Background: an optimization exercise with open tools, aiming at small area, a short achievable clock period and few clock cycles per item. Do not read the settings as production practice.
Function was checked by simulation only, so behaviour that the tests miss may differ from the original.
Power is estimated from default activity; no workload was simulated.

[flow/design.v]
`default_nettype none
package tfj_pkg;
	localparam int MAX_WIDTH = 32;
	localparam int MAX_WORDS = 16;
	localparam logic [7:0] SPACE_CHAR = 8'd32;
	localparam logic [5:0] WIDTH_RESET = 6'd16;
	typedef struct packed {
		logic take;
		logic copy;
		logic div;
		logic full;
		logic emit;
		logic line_clear;
	} tfj_cmd_t;
	typedef struct packed {
		logic tend;
		logic wl_zero;
		logic words_zero;
		logic need_break;
		logic copy_last;
		logic div_done;
		logic emit_done;
	} tfj_sts_t;
endpackage
`default_nettype wire
`default_nettype none
module tfj_ctrl (
	input  wire logic       clk,
	input  wire logic       arst_n,
	input  wire logic [4:0] wm1,
	input  wire logic       nl_ready,
	input  wire logic [5:0] nl_len,
	input  wire logic       nl_cut,
	input  wire logic [4:0] nl_bm1,
	input  wire logic [3:0] nl_rem,
	output logic            nl_take,
	input  wire logic       q_v,
	input  wire logic [8:0] q_data,
	output logic            rd_take,
	input  wire logic       out_ready,
	output logic            out_valid,
	output logic [7:0]      out_byte,
	output logic            out_line_last,
	output logic            out_word_cut
);
	logic       cur_q;
	logic [4:0] pos_q;
	logic [5:0] let_q;
	logic [4:0] gap_q;
	logic [4:0] bm1_q;
	logic [3:0] rem_q;
	logic       ng_q;
	logic       cut_q;
	logic       ov_q;
	logic [7:0] ob_q;
	logic       ol_q;
	logic       oc_q;
	logic c_gap;
	logic c_pad;
	logic c_gs;
	logic c_let;
	logic emit;
	logic last;
	assign c_gap = gap_q != 5'd0;
	assign c_pad = !c_gap && let_q == 6'd0;
	assign c_gs  = !c_gap && !c_pad && q_v && q_data[8] && ng_q;
	assign c_let = !c_gap && !c_pad && q_v && !(q_data[8] && ng_q);
	assign emit  = cur_q && (!ov_q || out_ready) && (c_gap || c_pad || q_v);
	assign last  = pos_q == 5'd0;
	assign rd_take = emit && c_let;
	assign nl_take = nl_ready && (!cur_q || (emit && last));
	always_ff @(posedge clk or negedge arst_n) begin
		if (!arst_n) begin
			cur_q <= 1'b0;
			pos_q <= 5'd0;
			let_q <= 6'd0;
			gap_q <= 5'd0;
			ng_q  <= 1'b0;
			ov_q  <= 1'b0;
		end else begin
			if (emit) begin
				pos_q <= pos_q - 5'd1;
				if (c_gap) begin
					gap_q <= gap_q - 5'd1;
				end
				if (c_gs) begin
					gap_q <= bm1_q + {4'd0, rem_q != 4'd0};
					ng_q  <= 1'b0;
				end
				if (c_let) begin
					let_q <= let_q - 6'd1;
					ng_q  <= 1'b1;
				end
				if (last) begin
					cur_q <= 1'b0;
				end
			end
			if (nl_take) begin
				cur_q <= 1'b1;
				pos_q <= wm1;
				let_q <= nl_len;
				gap_q <= 5'd0;
				ng_q  <= 1'b0;
			end
			if (emit) begin
				ov_q <= 1'b1;
			end else if (out_ready) begin
				ov_q <= 1'b0;
			end
		end
	end
	always_ff @(posedge clk) begin
		if (emit && c_gs && rem_q != 4'd0) begin
			rem_q <= rem_q - 4'd1;
		end
		if (nl_take) begin
			bm1_q <= nl_bm1;
			rem_q <= nl_rem;
			cut_q <= nl_cut;
		end
		if (emit) begin
			ob_q <= c_let ? q_data[7:0] : tfj_pkg::SPACE_CHAR;
			ol_q <= last;
			oc_q <= cut_q;
		end
	end
	assign out_valid     = ov_q;
	assign out_byte      = ob_q;
	assign out_line_last = ol_q;
	assign out_word_cut  = oc_q;
endmodule
`default_nettype wire
`default_nettype none
module tfj_dp (
	input  wire logic       clk,
	input  wire logic       arst_n,
	input  wire logic       wr_en,
	input  wire logic [8:0] wr_data,
	input  wire logic       rd_take,
	output logic            q_v,
	output logic [8:0]      q_data,
	output logic [6:0]      occ
);
	logic [8:0] mem [64];
	logic [6:0] wp_q;
	logic [6:0] ra_q;
	logic       load;
	assign occ  = wp_q - ra_q;
	assign load = (rd_take || !q_v) && (ra_q != wp_q);
	always_ff @(posedge clk) begin
		if (wr_en) begin
			mem[wp_q[5:0]] <= wr_data;
		end
		if (load) begin
			q_data <= mem[ra_q[5:0]];
		end
	end
	always_ff @(posedge clk or negedge arst_n) begin
		if (!arst_n) begin
			wp_q <= 7'd0;
			ra_q <= 7'd0;
			q_v  <= 1'b0;
		end else begin
			if (wr_en) begin
				wp_q <= wp_q + 7'd1;
			end
			if (load) begin
				ra_q <= ra_q + 7'd1;
				q_v  <= 1'b1;
			end else if (rd_take) begin
				q_v <= 1'b0;
			end
		end
	end
endmodule
`default_nettype wire
`default_nettype none
module text_full_justify_top (
	input  wire logic       clk,
	input  wire logic       arst_n,
	input  wire logic       cfg_we,
	input  wire logic [5:0] cfg_wdata,
	input  wire logic       in_valid,
	output logic            in_ready,
	input  wire logic [7:0] in_byte,
	input  wire logic       in_byte_valid,
	input  wire logic       in_word_end,
	input  wire logic       in_text_end,
	output logic            out_valid,
	input  wire logic       out_ready,
	output logic [7:0]      out_byte,
	output logic            out_line_last,
	output logic            out_word_cut
);
	logic [5:0] w_q;
	logic [4:0] wm1_q;
	logic       rdy_q;
	logic       it_v;
	logic [7:0] it_b;
	logic       it_bv;
	logic       it_cl;
	logic       it_te;
	logic [5:0] wlc_q;    
	logic       ovf_q;    
	logic [5:0] len_q;    
	logic [4:0] n_q;      
	logic       cut_q;
	logic [5:0] rp1_q;    
	logic       dst_q;
	logic [2:0] dcnt_q;
	logic [4:0] ds_q;
	logic [3:0] dr_q;
	logic       nl_v;
	logic [5:0] nl_len;
	logic       nl_cut;
	logic [4:0] nl_bm1;
	logic [3:0] nl_rem;
	logic       nl_take;
	logic       q_v;
	logic [8:0] q_data;
	logic       rd_take;
	logic [6:0] occ;
	logic       accept;
	logic       wfull;
	logic       store;
	logic [5:0] wlc_new;
	logic       ovf_new;
	logic       closing;
	logic       brk;
	logic       te_push;
	logic       div_done;
	logic       stall;
	logic       proc;
	logic       consume;
	logic [5:0] add_len;
	logic       add_cut;
	logic       fresh;
	logic [4:0] t5;
	logic       qbit;
	logic [3:0] gaps;
	logic       it_v_nx;
	logic       cl_nx;
	logic       te_nx;
	logic       blk_nx;
	logic [6:0] occ_up;
	logic       wfull_safe;
	assign accept = in_valid && rdy_q;
	assign in_ready = rdy_q;
	assign wfull    = wlc_q == w_q;
	assign store    = it_v && it_bv && !wfull;
	assign wlc_new  = wlc_q + {5'd0, it_bv && !wfull};
	assign ovf_new  = ovf_q || (it_bv && wfull);
	assign closing  = it_v && it_cl && (wlc_q != 6'd0 || it_bv);
	assign brk      = closing && n_q != 5'd0 && (wlc_new >= rp1_q || n_q[4]);
	assign fresh    = brk || n_q == 5'd0;
	assign add_len  = (fresh ? 6'd0 : len_q) + wlc_new;
	assign add_cut  = (fresh ? 1'b0 : cut_q) | ovf_new;
	assign te_push  = it_v && it_te && !brk && (closing || n_q != 5'd0);
	assign div_done = !dst_q && dcnt_q == 3'd5;
	assign stall    = (brk && (nl_v || !div_done)) || (te_push && nl_v);
	assign proc     = it_v && !stall;
	assign consume  = proc && !(brk && it_te);
	assign gaps = n_q[3:0] - 4'd1;
	assign t5   = {dr_q, ds_q[4]};
	assign qbit = t5 >= {1'b0, gaps};
	always_ff @(posedge clk or negedge arst_n) begin
		if (!arst_n) begin
			w_q    <= tfj_pkg::WIDTH_RESET;
			wm1_q  <= 5'(tfj_pkg::WIDTH_RESET - 6'd1);
			rdy_q  <= 1'b1;
			it_v   <= 1'b0;
			wlc_q  <= 6'd0;
			ovf_q  <= 1'b0;
			len_q  <= 6'd0;
			n_q    <= 5'd0;
			cut_q  <= 1'b0;
			rp1_q  <= 6'd0;
			dst_q  <= 1'b0;
			dcnt_q <= 3'd0;
			nl_v   <= 1'b0;
		end else begin
			if (cfg_we) begin
				if (cfg_wdata == 6'd0) begin
					w_q   <= 6'd1;
					wm1_q <= 5'd0;
				end else if (cfg_wdata > 6'd32) begin
					w_q   <= 6'd32;
					wm1_q <= 5'd31;
				end else begin
					w_q   <= cfg_wdata;
					wm1_q <= 5'(cfg_wdata - 6'd1);
				end
			end
			if (accept) begin
				it_v <= 1'b1;
			end else if (consume) begin
				it_v <= 1'b0;
			end
			if (proc) begin
				if (closing) begin
					wlc_q  <= 6'd0;
					ovf_q  <= 1'b0;
					len_q  <= add_len;
					n_q    <= (fresh ? 5'd0 : n_q) + 5'd1;
					cut_q  <= add_cut;
					rp1_q  <= fresh ? (w_q - wlc_new) : (rp1_q - wlc_new - 6'd1);
				end else begin
					wlc_q <= wlc_new;
					ovf_q <= ovf_new;
				end
				if (te_push) begin
					len_q <= 6'd0;
					n_q   <= 5'd0;
					cut_q <= 1'b0;
				end
			end
			dst_q <= proc && closing;
			if (dst_q) begin
				dcnt_q <= 3'd0;
			end else if (dcnt_q != 3'd5) begin
				dcnt_q <= dcnt_q + 3'd1;
			end
			if (proc && (brk || te_push)) begin
				nl_v <= 1'b1;
			end else if (nl_take) begin
				nl_v <= 1'b0;
			end
			rdy_q <= !blk_nx && (occ_up <= 7'd62 || wfull_safe);
		end
	end
	always_ff @(posedge clk) begin
		if (accept) begin
			it_b  <= in_byte;
			it_bv <= in_byte_valid;
			it_cl <= in_word_end | in_text_end;
			it_te <= in_text_end;
		end else if (proc && brk && it_te) begin
			it_bv <= 1'b0;
		end
		if (dst_q) begin
			ds_q <= 5'(w_q - len_q);
			dr_q <= 4'd0;
		end else if (dcnt_q != 3'd5) begin
			ds_q <= {ds_q[3:0], qbit};
			dr_q <= qbit ? 4'(t5 - {1'b0, gaps}) : t5[3:0];
		end
		if (proc && brk) begin
			nl_len <= len_q;
			nl_cut <= cut_q;
			nl_bm1 <= ds_q - 5'd1;
			nl_rem <= dr_q;
		end else if (proc && te_push) begin
			nl_len <= add_len;
			nl_cut <= add_cut;
			nl_bm1 <= 5'd0;
			nl_rem <= 4'd0;
		end
	end
	assign it_v_nx = accept || (it_v && !consume);
	assign cl_nx   = accept ? (in_word_end | in_text_end) : it_cl;
	assign te_nx   = accept ? in_text_end : it_te;
	assign blk_nx  = it_v_nx && cl_nx
		&& (te_nx || nl_v || (proc && (brk || te_push)) || dst_q || (proc && closing) || dcnt_q < 3'd4);
	assign occ_up  = occ + {6'd0, it_v && it_bv};
	assign wfull_safe = !(it_v && it_cl) && !(accept && (in_word_end | in_text_end))
		&& (wfull || (it_v && it_bv && wlc_q + 6'd1 == w_q));
	tfj_dp u_dp (
		.clk     (clk),
		.arst_n  (arst_n),
		.wr_en   (proc && store),
		.wr_data ({wlc_q == 6'd0, it_b}),
		.rd_take (rd_take),
		.q_v     (q_v),
		.q_data  (q_data),
		.occ     (occ)
	);
	tfj_ctrl u_ctrl (
		.clk           (clk),
		.arst_n        (arst_n),
		.wm1           (wm1_q),
		.nl_ready      (nl_v),
		.nl_len        (nl_len),
		.nl_cut        (nl_cut),
		.nl_bm1        (nl_bm1),
		.nl_rem        (nl_rem),
		.nl_take       (nl_take),
		.q_v           (q_v),
		.q_data        (q_data),
		.rd_take       (rd_take),
		.out_ready     (out_ready),
		.out_valid     (out_valid),
		.out_byte      (out_byte),
		.out_line_last (out_line_last),
		.out_word_cut  (out_word_cut)
	);
endmodule
`default_nettype wire
[flow/run.sh]
#!/bin/bash
# synth_recipe.tcl (not shown) runs the flow's synth.tcl, then flattens the netlist and writes it again
# the make line also repeats each setting of config.mk as NAME=value (left out here)
make -C /OpenROAD-flow-scripts/flow DESIGN_CONFIG=/design/flow/config.mk WORK_HOME=/design/flow/orfs CLKGATE_MAP_FILE= SYNTH_SCRIPT=/design/flow/synth_recipe.tcl finish
[flow/config.mk]
export PLATFORM = sky130hd
export DESIGN_NAME = text_full_justify_top
export DESIGN_NICKNAME = text_full_justify_top
export VERILOG_FILES = /design/flow/design.v
export SDC_FILE = /design/flow/constraint.sdc
export NUM_CORES = 4
export LEC_CHECK = 0
export CAP_MARGIN = 20
export CORE_MARGIN = 2
export CORE_UTILIZATION = 40
export SLEW_MARGIN = 20
[flow/constraint.sdc]
create_clock -name core_clock -period 7.0 [get_ports {clk}]
set_input_delay 1.4000 -clock core_clock [delete_from_list [all_inputs] [get_ports {clk}]]
set_output_delay 1.4000 -clock core_clock [all_outputs]
set_load 0.01 [all_outputs]
==> run summary <==
per-stage QoR:
stage | power [uW] | hold slack, ns
after global routing | 14300 | 0.429
after global placement | 9840 | 0.404
final | 13700 | 0.418
after detailed placement | 9910 | 0.407
after CTS | 13800 | 0.420
after floorplan | 8450 | 0.400
placed cells by master, fill, tap and decap left out, types with 48 or more instances in the layout:
master,n
mux4_2,135
ha_1,63
edfxtp_1,635
nand2_1,82
dfrtp_1,69
inv_1,70
o21ai_0,48
buf_4,86
mux2i_1,79
clkbuf_16,79
nor2_1,118
a21oi_1,53
power breakdown:
part | internal, uW | switching, uW | total, uW
sequential | 5190 | 337 | 5530
clock | 2220 | 1670 | 3880
combinational | 1770 | 2510 | 4280
logic make-up (layout without fill, tap and decap cells):
| kind of cell | after synthesis | count (layout) | share of synthesized area (%) |
|---|---|---|---|
| adder cells (fa/ha/maj) | 71 | 71 | 3.05 |
| buffers and inverters | 155 | 333 | 1.99 |
| multiplexers | 225 | 225 | 13.0 |
| AND/OR/NAND/NOR | 354 | 354 | 5.57 |
| other | 0 | 1 | 0 |
| flip-flops | 718 | 718 | 69.4 |
| AO/OA/AOI/OAI | 229 | 229 | 5.05 |
| XOR/XNOR | 69 | 69 | 1.98 |
metal layers:
layer	share of wire (%)	wire (um)	vias to the layer above
li1	-	-	7395
met1	44	31700	8503
met2	47	33600	529
met3	6.1	4380	113
met4	2.9	2070	2
met5	0.011	8	-
sequential cells by signal, summed over array words and instances, names as in the netlist, 3 cells and up:
name and count:
u_ctrl.rem_q 4, u_ctrl.gap_q 5, w_q 6, u_dp.ra_q 7, rp1_q 6, n_q 5
nl_len 6, wm1_q 5, u_dp.wp_q 7, nl_rem 4, u_dp.q_data 9, dcnt_q 3
u_ctrl.bm1_q 5, u_ctrl.pos_q 5, u_ctrl.ob_q 8, ds_q 5, u_dp.mem 576, u_ctrl.let_q 6
it_b 8, nl_bm1 5, dr_q 4, wlc_q 6, len_q 6
final cells by class:
class                      count  area [um^2]
antenna                        1         2.50
clock buffer                  97         2060
clock inverter                41          357
fill                        6476        40900
inverter                      76          285
multi-input combinational    948         8730
sequential                   718        21100
tap                          978         1220
timing repair buffer         119          986
final timing paths:
| path | to | from | cells past startpoint | slack, ns |
|---|---|---|---|---|
| hold reg to reg | u_ctrl.oc_q$_DFFE_PP_ | u_ctrl.cut_q$_DFFE_PP_ | 0 | 0.42 |
| setup reg to reg | u_dp.mem[24][1]$_DFFE_PP_ | wlc_q[2]$_DFFE_PN0P_ | 17 | 0.54 |
| setup / recovery | u_dp.mem[24][1]$_DFFE_PP_ | wlc_q[2]$_DFFE_PN0P_ | 17 | 0.54 |
| max in group asynchronous | u_dp.ra_q[1]$_DFFE_PN0P_ | arst_n | 2 | 5.14 |
| min in group asynchronous | dcnt_q[0]$_DFFE_PN0P_ | arst_n | 1 | 0.66 |
| hold / removal | u_ctrl.oc_q$_DFFE_PP_ | u_ctrl.cut_q$_DFFE_PP_ | 0 | 0.42 |
critical path, cell delays in order, from the launching register on:
cell and delay (ns):
dfrtp_1 0.53, xor2_1 0.25, nor4_1 0.32, and2_1 0.21
nand2b_1 0.26, clkinv_1 0.30, ha_1 0.28, ha_1 0.23
nand3_1 0.11, xor2_1 0.31, inv_1 0.12, ha_1 0.19
a211oi_1 0.34, o211ai_1 0.29, and3_1 0.37, o31a_1 0.48
or4_1 0.79, nor2_1 0.73
==> results.toml <==
[cells_and_area]
finalInstanceArea_mm2 = 0.0348
finish.utilization_pct = 46.0
final_cells = 2978
area_delta_synth_final_pct = 14.2
drive_gt1_share_pct = 18.4
layout.nets = 2030

[yosys]
ys_top_cells_by_area = "edfxtp_1 (63%), mux4_2 (10%), dfrtp_1 (5.8%)"
synth_most_common_cell = "edfxtp_1"
ys_seq_area_share_pct = 69.4
postSynthCellCount = 1821
yosys_warnings = 3
synthArstFlopShare_pct = 10.7
syn_nets = 1912
yosys.cell_types.count = 69
yosys-top-cells-count = "edfxtp_1 (635), mux4_2 (135), nor2_1 (118), nand2_1 (82), mux2i_1 (79)"
synth_seq_cells = 718
syn-mean-instance-area_um2 = 16.7
synth_ff_type = "edfxtp_1"
yosysTopAreaCell = "edfxtp_1"
synth_edf_count = 635
synth_top_area_share_pct = 62.6
syn_area_mm2 = 0.0305

[clocking]
clock-sinks = 718
cts_hold_buffers = 0
htree_levels = 3
cts_resized = 0
cts_tree = "built"
insertion_delay_ns = 0.64
root_buffer = "clkbuf_16"
post-cts-setup-buffer-count = 0
cts_buffer_depth = 3
cts.clk_slew.worst_paths_ns = 0.06
numCtsBuffers = 76

[grt]
grt_busiest_layer = "met2"
grt_first_pass_wirelength_um = 107000
use_met3_pct = 3.38
gr-total-overflow = 0
antenna_found_initial = 1
met2_usage_pct = 29.1
use_met1_pct = 26.0
grt_use_total_pct = 18.5
grt_pass1_vias = 16700
grt_max_degree = 75

[setup_path]
crit_required_ns = 7.26
arrival_ns = 6.73
path_class = "flop to flop"
start_kind = "flop"
crit_fanout = 13
end_kind = "flop"

[min_path]
hp-class = "flop to flop"

[die]
core_mm2 = 0.0757
rows = 101
io_pins = 34
die_area_mm2 = 0.0784
die_w_um = 280
initial_core_util_pct = 40.2
die_h_um = 280

[sta]
setup_viol = 0
finalCritPeriodShare_pct = 92.3
rsz0062_at_grt = "no"
finalClockSkew_ns = 0.0418
timing.fmax_ghz = 0.155
drv_slew = 0
worst_slew_pin_slew_ns = 0.960
setup_tns_ns = 0
worst_slack_ns = 0.536
hold_viol_final = 0
fin_crit_ns = 6.46
relSlewSlack_pct = 36.0

[route]
wl_per_cell_um = 24.1
drc_errors = 0
viasPerCell = 5.55
drt_iter0_drc = 1471
firstDrtPassIters = 7
vias = 16500
wirelength_um = 71800
drtAntennaViolNets = 0

[power]
powerDensity_mw_per_mm2 = 393
power_leakage_uw = 0.0120
vdd_drop_max_uv = 227

[outcome]
status = "finished clean"

[place]
place_hpwl_um = 44800
portBuffers = 33
place_ws_ns = 0.621
dp_cells = 2839
gp_congestion = 0.853
dpl_cell_area_mm2 = 0.0324

[job]
maxCapViolCount = 0
Testbench counts, summed over its fixed seeds: cycles 14,965, bytes 14,730.

afterwards: timing with drivers on the ports:
Ports are ideal in the flow. The routed layout listed here was re-timed in OpenROAD.
Step 1 assumes that a clkbuf_16 drives the clock port and a buf_2 every other input.
Step 2 also shifts input and output timing later by t, the mid clock arrival at the registers, as if the neighbouring blocks saw the same clock.
a / b / c = no drivers / after step 1 / after step 2; a / b = the first two.
shift t [ns]: 0.677
setup WS [ns]: 0.536 / 0.536 / 0.536
worst setup path after step 2: register to register
worst register clock-pin slew, ns: 0.07 / 0.07
pins driven straight from the clock port: 1
After both steps this run still meets setup and hold. For this run, drivers alone change the setup slack by 0.000 ns; drivers and shift together by 0.000 ns.
